Background: an optimization exercise with open tools, aiming at small area. Do not read the settings as production practice.
At most, simulation tests tie the RTL to the original design; equivalence was not proved.
For run 1, only the layout was checked, not whether the RTL still works.
No activity file was given, so power comes from the tool's default toggle rates.

**flow/run.sh**
```bash
#!/bin/bash
# synth_recipe.tcl (not shown) runs the flow's synth.tcl, then flattens the netlist and writes it again
# the make line also repeats each setting of config.mk as NAME=value (left out here)
make -C /OpenROAD-flow-scripts/flow DESIGN_CONFIG=/design/flow/config.mk WORK_HOME=/design/flow/orfs CLKGATE_MAP_FILE= SYNTH_SCRIPT=/design/flow/synth_recipe.tcl finish
```
**flow/constraint.sdc**
```tcl
create_clock -name core_clock -period 12.0 [get_ports {clk}]
set_input_delay 2.4000 -clock core_clock [delete_from_list [all_inputs] [get_ports {clk}]]
set_output_delay 2.4000 -clock core_clock [all_outputs]
set_load 0.01 [all_outputs]
```
**flow/design.v**
```verilog
package cad_pkg;
  localparam int DATA_W = 8;
  localparam int PROD_W = 16;
  localparam int ACC_W = 20;
  localparam int KER_SIDE = 5;
  localparam int KER_TAPS = KER_SIDE * KER_SIDE;
  localparam int POOL_SIDE = 2;
  typedef logic signed [DATA_W-1:0] data_t;
  typedef logic signed [ACC_W-1:0] acc_t;
endpackage
`timescale 1ns/10ps
module cad_top #(
  parameter int IMG_SIDE = 8,
  parameter int IMG_COUNT = 2,
  parameter int KER_COUNT = 2,
  localparam int IMG_IDX_W = (IMG_COUNT > 1) ? $clog2(IMG_COUNT) : 1,
  localparam int KER_IDX_W = (KER_COUNT > 1) ? $clog2(KER_COUNT) : 1
) (
  input  logic                 clk,
  input  logic                 rst_n,
  input  logic                 i_in_valid,
  input  cad_pkg::data_t       i_matrix,
  input  logic                 i_start,
  input  logic [IMG_IDX_W-1:0] i_img_idx,
  input  logic [KER_IDX_W-1:0] i_ker_idx,
  output logic                 o_busy,
  output logic                 o_out_valid,
  output logic                 o_out_value
);
  logic [511:0] img0;
  logic [511:0] img1;
  logic [199:0] ker0;
  logic [199:0] ker1;
  logic [7:0] img0_tail;
  logic [7:0] img1_tail;
  logic [7:0] ker0_tail;
  logic [7:0] ker1_tail;
  assign img0_tail = img0[511:504];
  assign img1_tail = img1[511:504];
  assign ker0_tail = ker0[199:192];
  assign ker1_tail = ker1[199:192];
  logic       busy;
  logic       comp;      
  logic       img_sel;
  logic       ker_sel;
  logic [1:0] wseg;      
  logic [5:0] woff;      
  logic [5:0] rpos;      
  logic [4:0] kpos;      
  logic [4:0] outi;      
  logic       run;       
  logic [1:0] gap;       
  logic       cmp;
  logic       cmp_q;
  logic       mx_last;
  logic       out_valid;
  logic signed [19:0] acc;
  logic [20:0] mx;        
  logic wr;
  logic [5:0] rpos_init;
  logic [4:0] kpos_init;
  logic [4:0] kpos_goal;
  logic [6:0] sched;
  logic start_out;
  logic mac;
  logic img_step;
  logic ker_step;
  logic row_end;
  logic signed [7:0] pix;
  logic signed [7:0] kval;
  assign wr = i_in_valid && !busy;
  assign rpos_init = (wseg == {1'b0, img_sel}) ? woff : 6'd0;
  assign kpos_init = (wseg == {1'b1, ker_sel}) ? woff[4:0] : 5'd0;
  assign kpos_goal = outi[4] ? kpos_init : 5'd0;
  always_comb begin
    case (outi[3:0])
      4'd0:  sched = {1'b0, 6'd0};    
      4'd1:  sched = {1'b1, 6'd39};   
      4'd2:  sched = {1'b1, 6'd31};   
      4'd3:  sched = {1'b0, 6'd8};    
      4'd4:  sched = {1'b0, 6'd2};    
      4'd5:  sched = {1'b1, 6'd41};   
      4'd6:  sched = {1'b1, 6'd33};   
      4'd7:  sched = {1'b0, 6'd10};   
      4'd8:  sched = {1'b1, 6'd47};   
      4'd9:  sched = {1'b0, 6'd25};   
      4'd10: sched = {1'b0, 6'd16};   
      4'd11: sched = {1'b1, 6'd54};   
      4'd12: sched = {1'b0, 6'd27};   
      4'd13: sched = {1'b0, 6'd19};   
      4'd14: sched = {1'b1, 6'd56};   
      default: sched = {1'b1, 6'd48};   
    endcase
  end
  assign start_out = comp && !outi[4] && !run && kpos == 5'd0 && rpos == sched[5:0];
  assign mac = (run && gap == 2'd0) || start_out;
  assign img_step = comp && !(outi[4] && rpos == rpos_init);
  assign ker_step = mac || (comp && !run && kpos != kpos_goal);
  logic restored;
  assign restored = outi[4] && !img_step && kpos == kpos_init && !cmp && !cmp_q;
  assign row_end = (kpos == 5'd4) || (kpos == 5'd9) || (kpos == 5'd14) || (kpos == 5'd19);
  logic pol;
  logic img_rot, img_rot_n, ker_rot, ker_rot_n;
  logic en_i0, en_i1, en_k0, en_k1;
  logic en_i0_n, en_i1_n, en_k0_n, en_k1_n;
  logic [7:0] wdata;
  logic [7:0] head_i0, head_i1, head_k0, head_k1;
  always_ff @(posedge clk or negedge rst_n) begin
    if (!rst_n) pol <= 1'b0;
    else pol <= ~pol;
  end
  always_ff @(posedge clk) begin
    img_rot <= img_step;
    img_rot_n <= !img_step;
    ker_rot <= ker_step;
    ker_rot_n <= !ker_step;
  end
  assign en_i0 = (wr && wseg == 2'd0) || img_rot;
  assign en_i1 = (wr && wseg == 2'd1) || img_rot;
  assign en_k0 = (wr && wseg == 2'd2) || ker_rot;
  assign en_k1 = (wr && wseg == 2'd3) || ker_rot;
  assign en_i0_n = !(wr && wseg == 2'd0) && img_rot_n;
  assign en_i1_n = !(wr && wseg == 2'd1) && img_rot_n;
  assign en_k0_n = !(wr && wseg == 2'd2) && ker_rot_n;
  assign en_k1_n = !(wr && wseg == 2'd3) && ker_rot_n;
  assign wdata = i_matrix ^ {8{pol}};
  assign head_i0 = wr ? wdata : img0_tail;
  assign head_i1 = wr ? wdata : img1_tail;
  assign head_k0 = wr ? wdata : ker0_tail;
  assign head_k1 = wr ? wdata : ker1_tail;
  always_ff @(posedge clk) begin
    img0 <= ~(({512{en_i0_n}} | {img0[503:0], head_i0}) & ({512{en_i0}} | img0));
    img1 <= ~(({512{en_i1_n}} | {img1[503:0], head_i1}) & ({512{en_i1}} | img1));
    ker0 <= ~(({200{en_k0_n}} | {ker0[191:0], head_k0}) & ({200{en_k0}} | ker0));
    ker1 <= ~(({200{en_k1_n}} | {ker1[191:0], head_k1}) & ({200{en_k1}} | ker1));
  end
  always_ff @(posedge clk or negedge rst_n) begin
    if (!rst_n) begin
      wseg <= 2'd0;
      woff <= 6'd0;
    end else if (wr) begin
      if (woff == (wseg[1] ? 6'd24 : 6'd63)) begin
        woff <= 6'd0;
        wseg <= wseg + 2'd1;
      end else begin
        woff <= woff + 6'd1;
      end
    end
  end
  logic mac_q;
  logic tap_q;
  logic first_q;
  always_ff @(posedge clk) begin
    mac_q <= mac;
    tap_q <= sched[6];
    first_q <= (kpos == 5'd0);
  end
  always_comb begin
    case ({img_sel, tap_q})
      2'b00: pix = img0[511:504];
      2'b01: pix = img0[239:232];
      2'b10: pix = img1[511:504];
      default: pix = img1[239:232];
    endcase
    pix = pix ^ {8{pol}};
    if (!mac_q) pix = 8'sd0;
  end
  assign kval = (ker_sel ? ker1_tail : ker0_tail) ^ {8{pol}};
  localparam logic [19:0] BW_K = 20'hF5600;
  localparam logic [19:0] ACC_START = 20'(37 * BW_K);
  logic [19:0] acc_fb;
  logic [19:0] acc_nxt;
  assign acc_fb = first_q ? ACC_START : acc;
  logic b1_0, b2_0, bn_0, bp_0_0, bp_0_1, bp_0_2, bp_0_3, bp_0_4, bp_0_5, bp_0_6, bp_0_7, bp_0_8, bp_0_9, b1_1, b2_1, bn_1, bp_1_0, bp_1_1, bp_1_2, bp_1_3, bp_1_4, bp_1_5, bp_1_6, bp_1_7, bp_1_8, bp_1_9, b1_2, b2_2, bn_2, bp_2_0, bp_2_1, bp_2_2, bp_2_3, bp_2_4, bp_2_5, bp_2_6, bp_2_7, bp_2_8, bp_2_9, b1_3, b2_3, bn_3, bp_3_0, bp_3_1, bp_3_2, bp_3_3, bp_3_4, bp_3_5, bp_3_6, bp_3_7, bp_3_8, bp_3_9, hs1, hc2, hs3, hc4, fs5, fc6, hs7, hc8, fs9, fc10, hs11, hc12, fs13, fc14, hs15, hc16, fs17, fc18, hs19, hc20, fs21, fc22, hs23, hc24, hs25, hc26, hs27, hc28, fs29, fc30, fs31, fc32, fs33, fc34, fs35, fc36, fs37, fc38, fs39, fc40, fs41, fc42, fs43, fc44, fs45, fc46, hs47, hc48, hs49, hc50, hs51, hc52, fs53, fc54, fs55, fc56, fs57, fc58, fs59, fc60, fs61, fc62, fs63, fc64, fs65, fc66, fs67, fc68, fs69, fc70, fs71, fc72, fs73, fc74, fs75, fc76, fs77, fc78, hs79, hc80, hs81, hc82, fs83, fc84, fs85, fc86, fs87, fc88, fs89, fc90, fs91, fc92, fs93, fc94, fs95, fc96, fs97, fc98, fs99, fc100, fs101, fc102, fs103, fc104, fs105, fc106, fs107, fc108, fs109, fc110, fs111, fc112, fs113, fc114, hs115, hc116, hs117, hc118, hs119, hc120;
  assign b1_0 = kval[0] ^ 1'b0;
  assign b2_0 = (kval[1] & ~kval[0] & ~1'b0) | (~kval[1] & kval[0] & 1'b0);
  assign bn_0 = kval[1];
  assign bp_0_0 = ((b1_0 & pix[0]) | (b2_0 & 1'b0)) ^ bn_0;
  assign bp_0_1 = ((b1_0 & pix[1]) | (b2_0 & pix[0])) ^ bn_0;
  assign bp_0_2 = ((b1_0 & pix[2]) | (b2_0 & pix[1])) ^ bn_0;
  assign bp_0_3 = ((b1_0 & pix[3]) | (b2_0 & pix[2])) ^ bn_0;
  assign bp_0_4 = ((b1_0 & pix[4]) | (b2_0 & pix[3])) ^ bn_0;
  assign bp_0_5 = ((b1_0 & pix[5]) | (b2_0 & pix[4])) ^ bn_0;
  assign bp_0_6 = ((b1_0 & pix[6]) | (b2_0 & pix[5])) ^ bn_0;
  assign bp_0_7 = ((b1_0 & pix[7]) | (b2_0 & pix[6])) ^ bn_0;
  assign bp_0_8 = ((b1_0 & pix[7]) | (b2_0 & pix[7])) ^ bn_0;
  assign bp_0_9 = ~(((b1_0 & pix[7]) | (b2_0 & pix[7])) ^ bn_0);
  assign b1_1 = kval[2] ^ kval[1];
  assign b2_1 = (kval[3] & ~kval[2] & ~kval[1]) | (~kval[3] & kval[2] & kval[1]);
  assign bn_1 = kval[3];
  assign bp_1_0 = ((b1_1 & pix[0]) | (b2_1 & 1'b0)) ^ bn_1;
  assign bp_1_1 = ((b1_1 & pix[1]) | (b2_1 & pix[0])) ^ bn_1;
  assign bp_1_2 = ((b1_1 & pix[2]) | (b2_1 & pix[1])) ^ bn_1;
  assign bp_1_3 = ((b1_1 & pix[3]) | (b2_1 & pix[2])) ^ bn_1;
  assign bp_1_4 = ((b1_1 & pix[4]) | (b2_1 & pix[3])) ^ bn_1;
  assign bp_1_5 = ((b1_1 & pix[5]) | (b2_1 & pix[4])) ^ bn_1;
  assign bp_1_6 = ((b1_1 & pix[6]) | (b2_1 & pix[5])) ^ bn_1;
  assign bp_1_7 = ((b1_1 & pix[7]) | (b2_1 & pix[6])) ^ bn_1;
  assign bp_1_8 = ((b1_1 & pix[7]) | (b2_1 & pix[7])) ^ bn_1;
  assign bp_1_9 = ~(((b1_1 & pix[7]) | (b2_1 & pix[7])) ^ bn_1);
  assign b1_2 = kval[4] ^ kval[3];
  assign b2_2 = (kval[5] & ~kval[4] & ~kval[3]) | (~kval[5] & kval[4] & kval[3]);
  assign bn_2 = kval[5];
  assign bp_2_0 = ((b1_2 & pix[0]) | (b2_2 & 1'b0)) ^ bn_2;
  assign bp_2_1 = ((b1_2 & pix[1]) | (b2_2 & pix[0])) ^ bn_2;
  assign bp_2_2 = ((b1_2 & pix[2]) | (b2_2 & pix[1])) ^ bn_2;
  assign bp_2_3 = ((b1_2 & pix[3]) | (b2_2 & pix[2])) ^ bn_2;
  assign bp_2_4 = ((b1_2 & pix[4]) | (b2_2 & pix[3])) ^ bn_2;
  assign bp_2_5 = ((b1_2 & pix[5]) | (b2_2 & pix[4])) ^ bn_2;
  assign bp_2_6 = ((b1_2 & pix[6]) | (b2_2 & pix[5])) ^ bn_2;
  assign bp_2_7 = ((b1_2 & pix[7]) | (b2_2 & pix[6])) ^ bn_2;
  assign bp_2_8 = ((b1_2 & pix[7]) | (b2_2 & pix[7])) ^ bn_2;
  assign bp_2_9 = ~(((b1_2 & pix[7]) | (b2_2 & pix[7])) ^ bn_2);
  assign b1_3 = kval[6] ^ kval[5];
  assign b2_3 = (kval[7] & ~kval[6] & ~kval[5]) | (~kval[7] & kval[6] & kval[5]);
  assign bn_3 = kval[7];
  assign bp_3_0 = ((b1_3 & pix[0]) | (b2_3 & 1'b0)) ^ bn_3;
  assign bp_3_1 = ((b1_3 & pix[1]) | (b2_3 & pix[0])) ^ bn_3;
  assign bp_3_2 = ((b1_3 & pix[2]) | (b2_3 & pix[1])) ^ bn_3;
  assign bp_3_3 = ((b1_3 & pix[3]) | (b2_3 & pix[2])) ^ bn_3;
  assign bp_3_4 = ((b1_3 & pix[4]) | (b2_3 & pix[3])) ^ bn_3;
  assign bp_3_5 = ((b1_3 & pix[5]) | (b2_3 & pix[4])) ^ bn_3;
  assign bp_3_6 = ((b1_3 & pix[6]) | (b2_3 & pix[5])) ^ bn_3;
  assign bp_3_7 = ((b1_3 & pix[7]) | (b2_3 & pix[6])) ^ bn_3;
  assign bp_3_8 = ((b1_3 & pix[7]) | (b2_3 & pix[7])) ^ bn_3;
  assign bp_3_9 = ~(((b1_3 & pix[7]) | (b2_3 & pix[7])) ^ bn_3);
  assign hs1 = bp_0_4 ^ bp_1_2;
  assign hc2 = bp_0_4 & bp_1_2;
  assign hs3 = bp_0_5 ^ bp_1_3;
  assign hc4 = bp_0_5 & bp_1_3;
  assign fs5 = bp_0_6 ^ bp_1_4 ^ bp_2_2;
  assign fc6 = (bp_0_6 & bp_1_4) | (bp_0_6 & bp_2_2) | (bp_1_4 & bp_2_2);
  assign hs7 = bp_3_0 ^ bn_3;
  assign hc8 = bp_3_0 & bn_3;
  assign fs9 = bp_0_7 ^ bp_1_5 ^ bp_2_3;
  assign fc10 = (bp_0_7 & bp_1_5) | (bp_0_7 & bp_2_3) | (bp_1_5 & bp_2_3);
  assign hs11 = bp_3_1 ^ acc_fb[7];
  assign hc12 = bp_3_1 & acc_fb[7];
  assign fs13 = bp_0_8 ^ bp_1_6 ^ bp_2_4;
  assign fc14 = (bp_0_8 & bp_1_6) | (bp_0_8 & bp_2_4) | (bp_1_6 & bp_2_4);
  assign hs15 = bp_3_2 ^ acc_fb[8];
  assign hc16 = bp_3_2 & acc_fb[8];
  assign fs17 = bp_0_9 ^ bp_1_7 ^ bp_2_5;
  assign fc18 = (bp_0_9 & bp_1_7) | (bp_0_9 & bp_2_5) | (bp_1_7 & bp_2_5);
  assign hs19 = bp_3_3 ^ acc_fb[9];
  assign hc20 = bp_3_3 & acc_fb[9];
  assign fs21 = bp_1_8 ^ bp_2_6 ^ bp_3_4;
  assign fc22 = (bp_1_8 & bp_2_6) | (bp_1_8 & bp_3_4) | (bp_2_6 & bp_3_4);
  assign hs23 = bp_1_9 ^ bp_2_7;
  assign hc24 = bp_1_9 & bp_2_7;
  assign hs25 = bp_0_2 ^ bp_1_0;
  assign hc26 = bp_0_2 & bp_1_0;
  assign hs27 = bp_0_3 ^ bp_1_1;
  assign hc28 = bp_0_3 & bp_1_1;
  assign fs29 = bp_2_0 ^ bn_2 ^ acc_fb[4];
  assign fc30 = (bp_2_0 & bn_2) | (bp_2_0 & acc_fb[4]) | (bn_2 & acc_fb[4]);
  assign fs31 = bp_2_1 ^ acc_fb[5] ^ hs3;
  assign fc32 = (bp_2_1 & acc_fb[5]) | (bp_2_1 & hs3) | (acc_fb[5] & hs3);
  assign fs33 = acc_fb[6] ^ fs5 ^ hs7;
  assign fc34 = (acc_fb[6] & fs5) | (acc_fb[6] & hs7) | (fs5 & hs7);
  assign fs35 = fs9 ^ hs11 ^ fc6;
  assign fc36 = (fs9 & hs11) | (fs9 & fc6) | (hs11 & fc6);
  assign fs37 = fs13 ^ hs15 ^ fc10;
  assign fc38 = (fs13 & hs15) | (fs13 & fc10) | (hs15 & fc10);
  assign fs39 = fs17 ^ hs19 ^ fc14;
  assign fc40 = (fs17 & hs19) | (fs17 & fc14) | (hs19 & fc14);
  assign fs41 = acc_fb[10] ^ fs21 ^ fc18;
  assign fc42 = (acc_fb[10] & fs21) | (acc_fb[10] & fc18) | (fs21 & fc18);
  assign fs43 = bp_3_5 ^ acc_fb[11] ^ hs23;
  assign fc44 = (bp_3_5 & acc_fb[11]) | (bp_3_5 & hs23) | (acc_fb[11] & hs23);
  assign fs45 = bp_2_8 ^ bp_3_6 ^ acc_fb[12];
  assign fc46 = (bp_2_8 & bp_3_6) | (bp_2_8 & acc_fb[12]) | (bp_3_6 & acc_fb[12]);
  assign hs47 = bp_2_9 ^ bp_3_7;
  assign hc48 = bp_2_9 & bp_3_7;
  assign hs49 = bp_0_0 ^ bn_0;
  assign hc50 = bp_0_0 & bn_0;
  assign hs51 = bp_0_1 ^ acc_fb[1];
  assign hc52 = bp_0_1 & acc_fb[1];
  assign fs53 = bn_1 ^ acc_fb[2] ^ hs25;
  assign fc54 = (bn_1 & acc_fb[2]) | (bn_1 & hs25) | (acc_fb[2] & hs25);
  assign fs55 = acc_fb[3] ^ hs27 ^ hc26;
  assign fc56 = (acc_fb[3] & hs27) | (acc_fb[3] & hc26) | (hs27 & hc26);
  assign fs57 = hs1 ^ fs29 ^ hc28;
  assign fc58 = (hs1 & fs29) | (hs1 & hc28) | (fs29 & hc28);
  assign fs59 = hc2 ^ fs31 ^ fc30;
  assign fc60 = (hc2 & fs31) | (hc2 & fc30) | (fs31 & fc30);
  assign fs61 = hc4 ^ fs33 ^ fc32;
  assign fc62 = (hc4 & fs33) | (hc4 & fc32) | (fs33 & fc32);
  assign fs63 = hc8 ^ fs35 ^ fc34;
  assign fc64 = (hc8 & fs35) | (hc8 & fc34) | (fs35 & fc34);
  assign fs65 = hc12 ^ fs37 ^ fc36;
  assign fc66 = (hc12 & fs37) | (hc12 & fc36) | (fs37 & fc36);
  assign fs67 = hc16 ^ fs39 ^ fc38;
  assign fc68 = (hc16 & fs39) | (hc16 & fc38) | (fs39 & fc38);
  assign fs69 = hc20 ^ fs41 ^ fc40;
  assign fc70 = (hc20 & fs41) | (hc20 & fc40) | (fs41 & fc40);
  assign fs71 = fc22 ^ fs43 ^ fc42;
  assign fc72 = (fc22 & fs43) | (fc22 & fc42) | (fs43 & fc42);
  assign fs73 = hc24 ^ fs45 ^ fc44;
  assign fc74 = (hc24 & fs45) | (hc24 & fc44) | (fs45 & fc44);
  assign fs75 = acc_fb[13] ^ hs47 ^ fc46;
  assign fc76 = (acc_fb[13] & hs47) | (acc_fb[13] & fc46) | (hs47 & fc46);
  assign fs77 = bp_3_8 ^ acc_fb[14] ^ hc48;
  assign fc78 = (bp_3_8 & acc_fb[14]) | (bp_3_8 & hc48) | (acc_fb[14] & hc48);
  assign hs79 = bp_3_9 ^ acc_fb[15];
  assign hc80 = bp_3_9 & acc_fb[15];
  assign hs81 = acc_fb[0] ^ hs49;
  assign hc82 = acc_fb[0] & hs49;
  assign fs83 = hs51 ^ hc50 ^ hc82;
  assign fc84 = (hs51 & hc50) | (hs51 & hc82) | (hc50 & hc82);
  assign fs85 = fs53 ^ hc52 ^ fc84;
  assign fc86 = (fs53 & hc52) | (fs53 & fc84) | (hc52 & fc84);
  assign fs87 = fs55 ^ fc54 ^ fc86;
  assign fc88 = (fs55 & fc54) | (fs55 & fc86) | (fc54 & fc86);
  assign fs89 = fs57 ^ fc56 ^ fc88;
  assign fc90 = (fs57 & fc56) | (fs57 & fc88) | (fc56 & fc88);
  assign fs91 = fs59 ^ fc58 ^ fc90;
  assign fc92 = (fs59 & fc58) | (fs59 & fc90) | (fc58 & fc90);
  assign fs93 = fs61 ^ fc60 ^ fc92;
  assign fc94 = (fs61 & fc60) | (fs61 & fc92) | (fc60 & fc92);
  assign fs95 = fs63 ^ fc62 ^ fc94;
  assign fc96 = (fs63 & fc62) | (fs63 & fc94) | (fc62 & fc94);
  assign fs97 = fs65 ^ fc64 ^ fc96;
  assign fc98 = (fs65 & fc64) | (fs65 & fc96) | (fc64 & fc96);
  assign fs99 = fs67 ^ fc66 ^ fc98;
  assign fc100 = (fs67 & fc66) | (fs67 & fc98) | (fc66 & fc98);
  assign fs101 = fs69 ^ fc68 ^ fc100;
  assign fc102 = (fs69 & fc68) | (fs69 & fc100) | (fc68 & fc100);
  assign fs103 = fs71 ^ fc70 ^ fc102;
  assign fc104 = (fs71 & fc70) | (fs71 & fc102) | (fc70 & fc102);
  assign fs105 = fs73 ^ fc72 ^ fc104;
  assign fc106 = (fs73 & fc72) | (fs73 & fc104) | (fc72 & fc104);
  assign fs107 = fs75 ^ fc74 ^ fc106;
  assign fc108 = (fs75 & fc74) | (fs75 & fc106) | (fc74 & fc106);
  assign fs109 = fs77 ^ fc76 ^ fc108;
  assign fc110 = (fs77 & fc76) | (fs77 & fc108) | (fc76 & fc108);
  assign fs111 = hs79 ^ fc78 ^ fc110;
  assign fc112 = (hs79 & fc78) | (hs79 & fc110) | (fc78 & fc110);
  assign fs113 = acc_fb[16] ^ hc80 ^ fc112;
  assign fc114 = (acc_fb[16] & hc80) | (acc_fb[16] & fc112) | (hc80 & fc112);
  assign hs115 = acc_fb[17] ^ fc114;
  assign hc116 = acc_fb[17] & fc114;
  assign hs117 = acc_fb[18] ^ hc116;
  assign hc118 = acc_fb[18] & hc116;
  assign hs119 = acc_fb[19] ^ hc118;
  assign hc120 = acc_fb[19] & hc118;
  assign acc_nxt = {hs119, hs117, hs115, fs113, fs111, fs109, fs107, fs105, fs103, fs101, fs99, fs97, fs95, fs93, fs91, fs89, fs87, fs85, fs83, hs81};
  always_ff @(posedge clk) begin
    acc <= acc_nxt;
  end
  always_ff @(posedge clk or negedge rst_n) begin
    if (!rst_n) begin
      busy <= 1'b0;
      comp <= 1'b0;
      outi <= 5'd0;
      run <= 1'b0;
      gap <= 2'd0;
      cmp <= 1'b0;
      cmp_q <= 1'b0;
    end else begin
      cmp <= 1'b0;
      cmp_q <= cmp;
      if (!busy) begin
        if (i_start) begin
          busy <= 1'b1;
          outi <= 5'd0;
          run <= 1'b0;
          gap <= 2'd0;
        end
      end else if (!comp) begin
        comp <= 1'b1;
      end else begin
        if (mac) begin
          if (kpos == 5'd24) begin
            run <= 1'b0;
            outi <= outi + 5'd1;
            cmp <= 1'b1;
          end else begin
            run <= 1'b1;
            if (row_end) gap <= 2'd3;
          end
        end else if (gap != 2'd0) begin
          gap <= gap - 2'd1;
        end
        if (restored && out_valid && mx_last) begin
          busy <= 1'b0;
          comp <= 1'b0;
        end
      end
    end
  end
  always_ff @(posedge clk) begin
    if (!busy && i_start) begin
      img_sel <= i_img_idx;
      ker_sel <= i_ker_idx;
    end
    if (busy && !comp) begin
      rpos <= rpos_init;
      kpos <= kpos_init;
    end else begin
      if (img_step) rpos <= rpos + 6'd1;
      if (ker_step) kpos <= (kpos == 5'd24) ? 5'd0 : kpos + 5'd1;
    end
  end
  assign mx_last = (mx[20:2] == 19'd0) && mx[1];
  logic acc_gt;
  always_comb begin
    acc_gt = 1'b0;
    for (int i = 0; i < 19; i++) begin
      acc_gt = (acc[i] & ~mx[i]) | (~(acc[i] ^ mx[i]) & acc_gt);
    end
    acc_gt = (~acc[19] & mx[19]) | (~(acc[19] ^ mx[19]) & acc_gt);
  end
  always_ff @(posedge clk) begin
    if (cmp_q && (outi[1:0] == 2'd1 || acc_gt)) begin
      mx <= {1'b1, acc};
    end else if (out_valid) begin
      mx <= {1'b0, mx[20:1]};
    end
  end
  always_ff @(posedge clk or negedge rst_n) begin
    if (!rst_n) begin
      out_valid <= 1'b0;
    end else if (cmp_q && outi[1:0] == 2'd0 && !outi[4]) begin
      out_valid <= 1'b1;
    end else if (comp && restored && !out_valid) begin
      out_valid <= 1'b1;
    end else if (out_valid && mx_last) begin
      out_valid <= 1'b0;
    end
  end
  assign o_busy = busy;
  assign o_out_valid = out_valid;
  assign o_out_value = mx[0];
endmodule
```
**flow/config.mk**
```make
export PLATFORM = sky130hd
export DESIGN_NAME = cad_top
export DESIGN_NICKNAME = cad_top
export VERILOG_FILES = /design/flow/design.v
export SDC_FILE = /design/flow/constraint.sdc
export NUM_CORES = 4
export LEC_CHECK = 0
export ABC_AREA = 1
export CAP_MARGIN = 20
export CORE_MARGIN = 2
export CORE_UTILIZATION = 75
export CTS_CLUSTER_DIAMETER = 80
export CTS_CLUSTER_SIZE = 25
export PLACE_DENSITY = 0.86
export SLEW_MARGIN = 20
```
==> key figures, run 1 <==
Run status
  • Outcome: complete, no violations

Die
  • Die X: 251 um
  • Ports: 17
  • Core ar.: 60500 um^2
  • Initial core utilization: 0.759
  • Die height: 251 um
  • Die area: 63200 um^2
  • Site row count: 90

Synth
  • Post-Syn Nets: 4236
  • Post-synth top flop: dfxtp_1
  • FFs w/ async S/R, synth: 0.0146
  • Post-synth EDFFs: 33
  • FF+latch count, synth: 1507
  • Mapped Avg Cell Area: 11.1 um^2
  • Yosys top cell area share: 0.633
  • Synth area leaders: dfxtp_1, o22ai_1, clkbuf_1
  • Top cell type by total area after synthesis: dfxtp_1
  • Syn Inst Count: 4130
  • Post-Syn Area: 45900 um^2
  • Synth cell types: 36
  • Sequential fraction of the synthesis area: 0.667
  • Yosys synthesis warning count: 1

Layout
  • Commonest non-fill, non-tap cell in the layout: dfxtp_1
  • ANT cells: 0
  • Share of layout cells above drive strength 1: 0.0309
  • Most frequent cells in the layout: dfxtp_1, o22ai_1, nand2_1
  • Final #Nets: 4011
  • Syn-to-layout area delta: 4.58%

Timing
  • RSZ-0062 raised after global routing: no
  • Worst-margin pin slew: 1.14 ns
  • Max Slew Vio Count: 0
  • Crit path time final: 9.99 ns
  • Slew headroom: 0.237
  • Hold Vio Cnt, Final: 0
  • Setup TNS: 0 ns
  • Worst setup margin: 2.01 ns
  • Tcrit/Tclk final: 0.833
  • Worst Skew: 0.0275 ns
  • Final setup fails: 0
  • F_max: 0.100 GHz

GRT
  • Initial antenna violation count: 0
  • GR Overflow Total: 0
  • Vias in the first global route: 28.0k
  • Total track usage: 0.259
  • Largest net degree at the start of global routing: 249
  • First-pass GRT wire length: 137 mm

Clock tree
  • H-tree Lvls: 3
  • Hold-fix buffers, CTS: 0
  • Post-CTS sizing: 0
  • Max clock buf depth: 3
  • Root Driver: clkbuf_16
  • CTS tree: built
  • Clock sink total: 1507
  • Clock latency (worst-skew pair): 0.65 ns
  • Post-CTS setup buffer count: 0
  • Clk slew on worst S/H paths: 0.10 ns
  • CTS Buf Count: 70

Pwr
  • Internal power: 0.00845 W
  • Pwr Density: 252 nW/um^2
  • Clk pwr share: 0.214
  • Flop pwr share: 0.531
  • Sw Ratio: 0.302
  • VDD IR max: 0.262 mV
  • Leakage: 18.9 nW
  • Sw power: 0.00366 W
  • Comb pwr share: 0.256
  • Total power: 0.0121 W

Worst setup path
  • Critical Setup Path Class: reg2reg
  • Critical path data required time: 12.57 ns
  • Critical path capture point type: flip-flop
  • Crit-path slowest cell: xor2_1
  • Max stage delay on crit path: 0.76 ns
  • Cell repeated most along the worst path: fa_1
  • Startpoint Class: flip-flop
  • WP data arrival: 10.57 ns
  • Critical Path Fanout Max: 17

Drt
  • Initial DRC Count: 2547
  • Final wirelength: 83.8 mm
  • DR DRC count: 0
  • Pre-antenna DRT Iters: 6
  • Vias: 29.9k
  • Post-route ant nets: 0
  • Average vias per placed instance: 6.36
  • Drt wl/cell: 17.8 um

Min path
  • Min-delay worst type: reg2reg

Placed design
  • Placement Setup Slack: 2.03 ns
  • RePlAce Congestion: 0.833
  • I/O Buffers: 16
  • DP HPWL: 49.3 mm

Job
  • MaxCap Viol Count: 0
-- worst paths after layout --
check | startpoint | endpoint | slack [ns] | depth (start not counted)
setup / recovery | ker_sel$_DFFE_PP_ | acc[19]$_DFF_P_ | 2.01 | 30
hold / removal | cmp$_DFF_PN0_ | cmp_q$_DFF_PN0_ | 0.39 | 0
setup reg to reg | ker_sel$_DFFE_PP_ | acc[19]$_DFF_P_ | 2.01 | 30
hold reg to reg | cmp$_DFF_PN0_ | cmp_q$_DFF_PN0_ | 0.39 | 0
max in group asynchronous | rst_n | woff[5]$_DFFE_PN0P_ | 9.60 | 2
min in group asynchronous | rst_n | pol$_DFF_PN0_ | 2.11 | 2
-- cells by family (layout without fill, tap and decap cells) --
| logic type | count (synthesis) | after routing | synth area share |
|---|---|---|---|
| fa+ha+maj | 92 | 92 | 0.0320 |
| buf+inv | 521 | 311 | 0.0432 |
| flops | 1507 | 1507 | 0.667 |
| xor+xnor | 69 | 69 | 0.0132 |
| simple gates | 385 | 385 | 0.0339 |
| compound gates | 1555 | 1555 | 0.211 |
| mux | 1 | 1 | 0.000245 |
-- metrics by stage --
step / hold WS, ns / instance area, um^2 / std cells / utilization
after floorplan: 0.355 / 45900 / 4130 / -
after global placement: 0.360 / 46000 / 4614 / 0.761
after global routing: 0.391 / 48000 / 4702 / 0.794
after CTS: 0.387 / 48000 / 4701 / 0.793
final: 0.387 / 48000 / 4702 / 0.794
after detailed placement: 0.367 / 46000 / 4614 / 0.761
-- power by group through the flow --
stage                     clock network [W]  registers (W)  logic [W]
after floorplan                           0        0.00635    0.00251
after global placement                    0        0.00648    0.00294
after detailed placement                  0        0.00652    0.00314
after CTS                           0.00263        0.00642    0.00315
after global routing                0.00280        0.00651    0.00362
final                               0.00259        0.00642    0.00310
-- layer usage --
metal | vias up | routed length [um] | GRT usage
li1 | 14868 | - | -
met1 | 14400 | 38700 | 0.367
met2 | 528 | 39400 | 0.416
met3 | 130 | 3320 | 0.0386
met4 | 0 | 2390 | 0.0818
met5 | - | 0 | 0
-- worst max-delay path, delay by kind of cell (launching register included) --
kind / cells / cell delay (ns)
adders and majority gates: 19 / 7.23
buffers and inverters: 5 / 0.40
xor gates and xnor gates: 3 / 1.09
and+or+nand+nor: 1 / 0.11
DFF: 1 / 0.62
AOI/OAI and AO/OA: 2 / 0.46
-- registers in the layout, summed over array words and instances, names as in the netlist, 2 cells and up --
signal / flops
acc: 20
wseg: 2
img1: 512
ker0: 200
ker1: 200
outi: 5
img0: 512
gap: 2
rpos: 6
woff: 6
kpos: 5
mx: 21
-- cells in the mapped netlist (22+ instances only) --
cell type / number
clkbuf_1: 293
dfxtp_1: 1452
nand2_1: 234
inv_1: 180
ha_1: 50
nand3_1: 42
o21ai_0: 73
buf_1: 36
fa_1: 42
xor2_1: 52
edfxtp_1: 33
nor2_1: 81
dfrtp_1: 22
o22ai_1: 1447
-- cell type report --
class	instances	area, um^2
clock buffer	80	1850
clock inverter	7	104
fill	3564	12500
inverter	186	718
multi-input combinational	2102	13300
sequential	1507	30600
tap	782	978
timing repair buffer	38	399
==> inputs of run 2 (changes only) <==
--- a/flow/design.v
+++ b/flow/design.v
@@ -93,10 +93,14 @@
     endcase
   end
-  assign start_out = comp && !outi[4] && !run && kpos == 5'd0 && rpos == sched[5:0];
+  logic rpos_hit;
+  logic kpos_hit;
+  assign rpos_hit = (rpos == (outi[4] ? rpos_init : sched[5:0]));
+  assign kpos_hit = (kpos == kpos_goal);
+  assign start_out = comp && !outi[4] && !run && kpos_hit && rpos_hit;
   assign mac = (run && gap == 2'd0) || start_out;
-  assign img_step = comp && !(outi[4] && rpos == rpos_init);
-  assign ker_step = mac || (comp && !run && kpos != kpos_goal);
+  assign img_step = comp && !(outi[4] && rpos_hit);
+  assign ker_step = mac || (comp && !run && !kpos_hit);
   logic restored;
-  assign restored = outi[4] && !img_step && kpos == kpos_init && !cmp && !cmp_q;
+  assign restored = outi[4] && !img_step && kpos_hit && !cmp && !cmp_q;
   assign row_end = (kpos == 5'd4) || (kpos == 5'd9) || (kpos == 5'd14) || (kpos == 5'd19);
   logic pol;
==> run 2 against run 1 <==
Final area is essentially flat; combinational power grew 12%; die area up 0.12%; synthesized cell count did not move; sequential share of layout area is essentially flat; non-clock buffer count is 2 lower; critical endpoint unchanged.
==> key figures, run 2 <==
Run status
  • Outcome: complete, no violations (unchanged)

Worst setup path
  • WP data arrival: 10.41 ns (was 10.57 ns)
  • Max stage delay on crit path: 0.74 ns (was 0.76 ns)
  • Startpoint Class: flip-flop (unchanged)
  • Critical Setup Path Class: reg2reg (unchanged)
  • Worst setup path start: ker_sel$_DFFE_PP_ (unchanged)
  • Cell repeated most along the worst path: fa_1 (unchanged)
  • Critical path capture point type: flip-flop (unchanged)
  • Crit-path slowest cell: xor2_1 (unchanged)
  • R2r startpoint: ker_sel$_DFFE_PP_ (unchanged)
  • Critical Path Fanout Max: 18 (was 17)
  • Critical path data required time: 12.53 ns (was 12.57 ns)

GRT
  • First-pass GRT wire length: 134 mm (was 137 mm)
  • Total track usage: 0.253 (was 0.259)
  • Largest net degree at the start of global routing: 260 (was 249)
  • GR Overflow Total: 0 (unchanged)
  • Initial antenna violation count: 0 (unchanged)
  • Vias in the first global route: 27.2k (was 28.0k)

Pwr
  • VDD IR max: 0.261 mV (was 0.262 mV)
  • Leakage: 18.9 nW (about the same)
  • Pwr Density: 275 nW/um^2 (was 252 nW/um^2)

Min path
  • Min-delay worst type: reg2reg (unchanged)
  • HP Start: cmp$_DFF_PN0_ (unchanged)

Clock tree
  • Clock sink total: 1507 (unchanged)
  • CTS tree: built (unchanged)
  • Clock latency (worst-skew pair): 0.64 ns (was 0.65 ns)
  • Hold-fix buffers, CTS: 0 (unchanged)
  • Root Driver: clkbuf_16 (unchanged)
  • H-tree Lvls: 3 (unchanged)
  • Clk slew on worst S/H paths: 0.10 ns (about the same)
  • Post-CTS setup buffer count: 0 (unchanged)
  • Post-CTS sizing: 0 (unchanged)
  • Max clock buf depth: 3 (unchanged)
  • CTS Buf Count: 70 (unchanged)

Drt
  • DR DRC count: 0 (unchanged)
  • Drt wl/cell: 17.4 um (was 17.8 um)
  • Post-route ant nets: 0 (unchanged)
  • Final wirelength: 81.9 mm (was 83.8 mm)
  • Pre-antenna DRT Iters: 7 (was 6)
  • Initial DRC Count: 2388 (was 2547)
  • Average vias per placed instance: 6.34 (was 6.36)
  • Vias: 29.8k (was 29.9k)

Layout
  • Share of layout cells above drive strength 1: 0.0340 (was 0.0309)
  • Fill cell instance count of the final layout: 3602 (was 3564)
  • Commonest non-fill, non-tap cell in the layout: dfxtp_1 (unchanged)
  • Final #Nets: 4007 (was 4011)
  • Post-route cell area: 48000 um^2 (about the same)
  • Most frequent cells in the layout: dfxtp_1, o22ai_1, nand2_1 (unchanged)
  • Sequential cell area: 30600 um^2 (unchanged)
  • ANT cells: 0 (unchanged)
  • Fin cells: 4696 (was 4702)
  • Biggest regs: img0 (512), img1 (512) (unchanged)
  • Area of the multi-input gates: 13400 um^2 (was 13300 um^2)
  • Final core occ: 0.793 (was 0.794)
  • Syn-to-layout area delta: 4.43% (was 4.58%)

Timing
  • Hold Vio Cnt, Final: 0 (unchanged)
  • Worst Skew: 0.0236 ns (was 0.0275 ns)
  • F_max: 0.101 GHz (was 0.100 GHz)
  • Crit path time final: 9.88 ns (was 9.99 ns)
  • Setup TNS: 0 ns (unchanged)
  • Tcrit/Tclk final: 0.823 (was 0.833)
  • Worst-margin pin slew: 1.11 ns (was 1.14 ns)
  • Slew headroom: 0.259 (was 0.237)
  • RSZ-0062 raised after global routing: no (unchanged)
  • Final setup fails: 0 (unchanged)
  • Max Slew Vio Count: 0 (unchanged)

Synth
  • Yosys top cell area share: 0.633 (about the same)
  • FF+latch count, synth: 1507 (unchanged)
  • Post-synth top flop: dfxtp_1 (unchanged)
  • Sequential fraction of the synthesis area: 0.666 (was 0.667)
  • Syn Inst Count: 4130 (unchanged)
  • Yosys synthesis warning count: 1 (unchanged)
  • Commonest cells post-synth: dfxtp_1, o22ai_1, clkbuf_1 (unchanged)
  • Post-synth EDFFs: 33 (unchanged)
  • Post-Syn Area: 45900 um^2 (about the same)
  • Mapped Avg Cell Area: 11.1 um^2 (about the same)
  • Count leader, synth: dfxtp_1 (unchanged)
  • Synth cell types: 40 (was 36)
  • Synth area leaders: dfxtp_1, o22ai_1, clkbuf_1 (unchanged)
  • Post-Syn Nets: 4236 (unchanged)
  • FFs w/ async S/R, synth: 0.0146 (unchanged)
  • Top cell type by total area after synthesis: dfxtp_1 (unchanged)

Placed design
  • Placed Instance Area: 46100 um^2 (was 46000 um^2)
  • Inst Count DP: 4611 (was 4614)
  • DP HPWL: 48.8 mm (was 49.3 mm)
  • I/O Buffers: 16 (unchanged)
  • RePlAce Congestion: 0.854 (was 0.833)

Die
  • Ports: 17 (unchanged)
  • Site row count: 90 (unchanged)
  • Initial core utilization: 0.760 (was 0.759)
  • Die X: 252 um (was 251 um)
  • Die height: 252 um (was 251 um)
  • Core ar.: 60500 um^2 (unchanged)
  • Die area: 63300 um^2 (was 63200 um^2)

Job
  • MaxCap Viol Count: 0 (unchanged)
[run 2: cell count changes in the layout (fill, tap and decap cells not counted), moves of 3 or more]
cell,delta
buf_4,-5
o22ai_1,-3
inv_2,+7
nand3_1,+5
inv_1,-6
nor3_2,+4
nor2_1,-10
nand2_1,-4
a21oi_1,-3
o21ai_1,+5
[run 2: metrics by stage]
| step | total power (W) | hold WS, ns | setup WS [ns] |
|---|---|---|---|
| 2_1_floorplan | 0.00989 | 0.355 | 2.75 |
| 3_3_place_gp | 0.0105 | 0.371 | 2.17 |
| 3_5_place_dp | 0.0108 | 0.375 | 2.12 |
| 4_1_cts | 0.0133 | 0.398 | 2.09 |
| 5_1_grt | 0.0142 | 0.407 | 1.53 |
| 6_report | 0.0132 | 0.407 | 2.12 |
[run 2: logic make-up (layout without fill, tap and decap cells)]
logic type | count (synthesis) | after routing | share of synthesized area
AND/OR/NAND/NOR | 382 | 382 | 0.0346
multiplexers | 1 | 1 | 0.000245
adder cells (fa/ha/maj) | 92 | 92 | 0.0319
flip-flops | 1507 | 1507 | 0.666
XOR/XNOR | 70 | 70 | 0.0133
AO/OA/AOI/OAI | 1554 | 1554 | 0.210
buffers and inverters | 524 | 308 | 0.0434
[run 2: metal layers]
metal  track usage  vias to the layer above  wire [um]
li1              -                    14893          -
met1         0.369                    14236      39000
met2         0.395                      502      37600
met3        0.0352                      159       2850
met4        0.0806                        0       2390
met5             0                        -          0
[run 2: worst paths after layout]
check	to	slack, ns	depth (start not counted)
min in group asynchronous	outi[2]$_DFFE_PN0P_	2.14	2
max in group asynchronous	wseg[1]$_DFFE_PN0P_	9.58	2
setup reg to reg	acc[19]$_DFF_P_	2.12	30
hold / removal	cmp_q$_DFF_PN0_	0.41	0
setup / recovery	acc[19]$_DFF_P_	2.12	30
hold reg to reg	cmp_q$_DFF_PN0_	0.41	0
[run 2: report_power, final]
group / internal, W / switching [W]
clock network: 0.00110 / 0.00145
logic: 0.00161 / 0.00186
registers: 0.00642 / 0.000779
total: 0.00913 / 0.00408
[run 2: cell type report]
| type | instances | share of cell area |
|---|---|---|
| flip-flops and latches | 1507 | 0.638 |
| multi-input cells | 2099 | 0.279 |
| clock buffers | 79 | 0.0381 |
| well taps | 782 | 0.0204 |
| inverters | 187 | 0.0152 |
| repair buffers | 36 | 0.00827 |
| clock inverters | 6 | 0.00138 |
[run 2: critical path, delay by kind of cell, from the launching register on]
| family | cells | cell delay, ns |
|---|---|---|
| fa+ha+maj | 19 | 7.22 |
| xor+xnor | 3 | 1.02 |
| flops | 1 | 0.62 |
| compound gates | 2 | 0.44 |
| buf+inv | 5 | 0.37 |
| simple gates | 1 | 0.11 |

-- static timing again, ports no longer ideal --
The flow's constraints put no driver on any port. The routed layouts listed below were extracted and timed again, unchanged, in two steps.
Step 1 (the two cells are an assumption about what drives the block):
set clk [get_ports {clk}]
set_driving_cell -lib_cell sky130_fd_sc_hd__clkbuf_16 $clk
set_driving_cell -lib_cell sky130_fd_sc_hd__buf_2 [delete_from_list [all_inputs] $clk]
Step 2 times the ports against the registers' clock, not the clock port: input delays grow and output delays shrink by t, the midpoint of the rising clock arrivals with the driver on.
a / b / c = ideal ports / drivers / drivers and shift; a / b = the first two.
run	t, ns	slack for setup (ns)	cell pins on the clock port's net
run 1	0.698	2.007 / 2.007 / 2.007	1
run 2	0.692	2.119 / 2.119 / 2.119	1
After both steps every run listed still meets setup and hold.
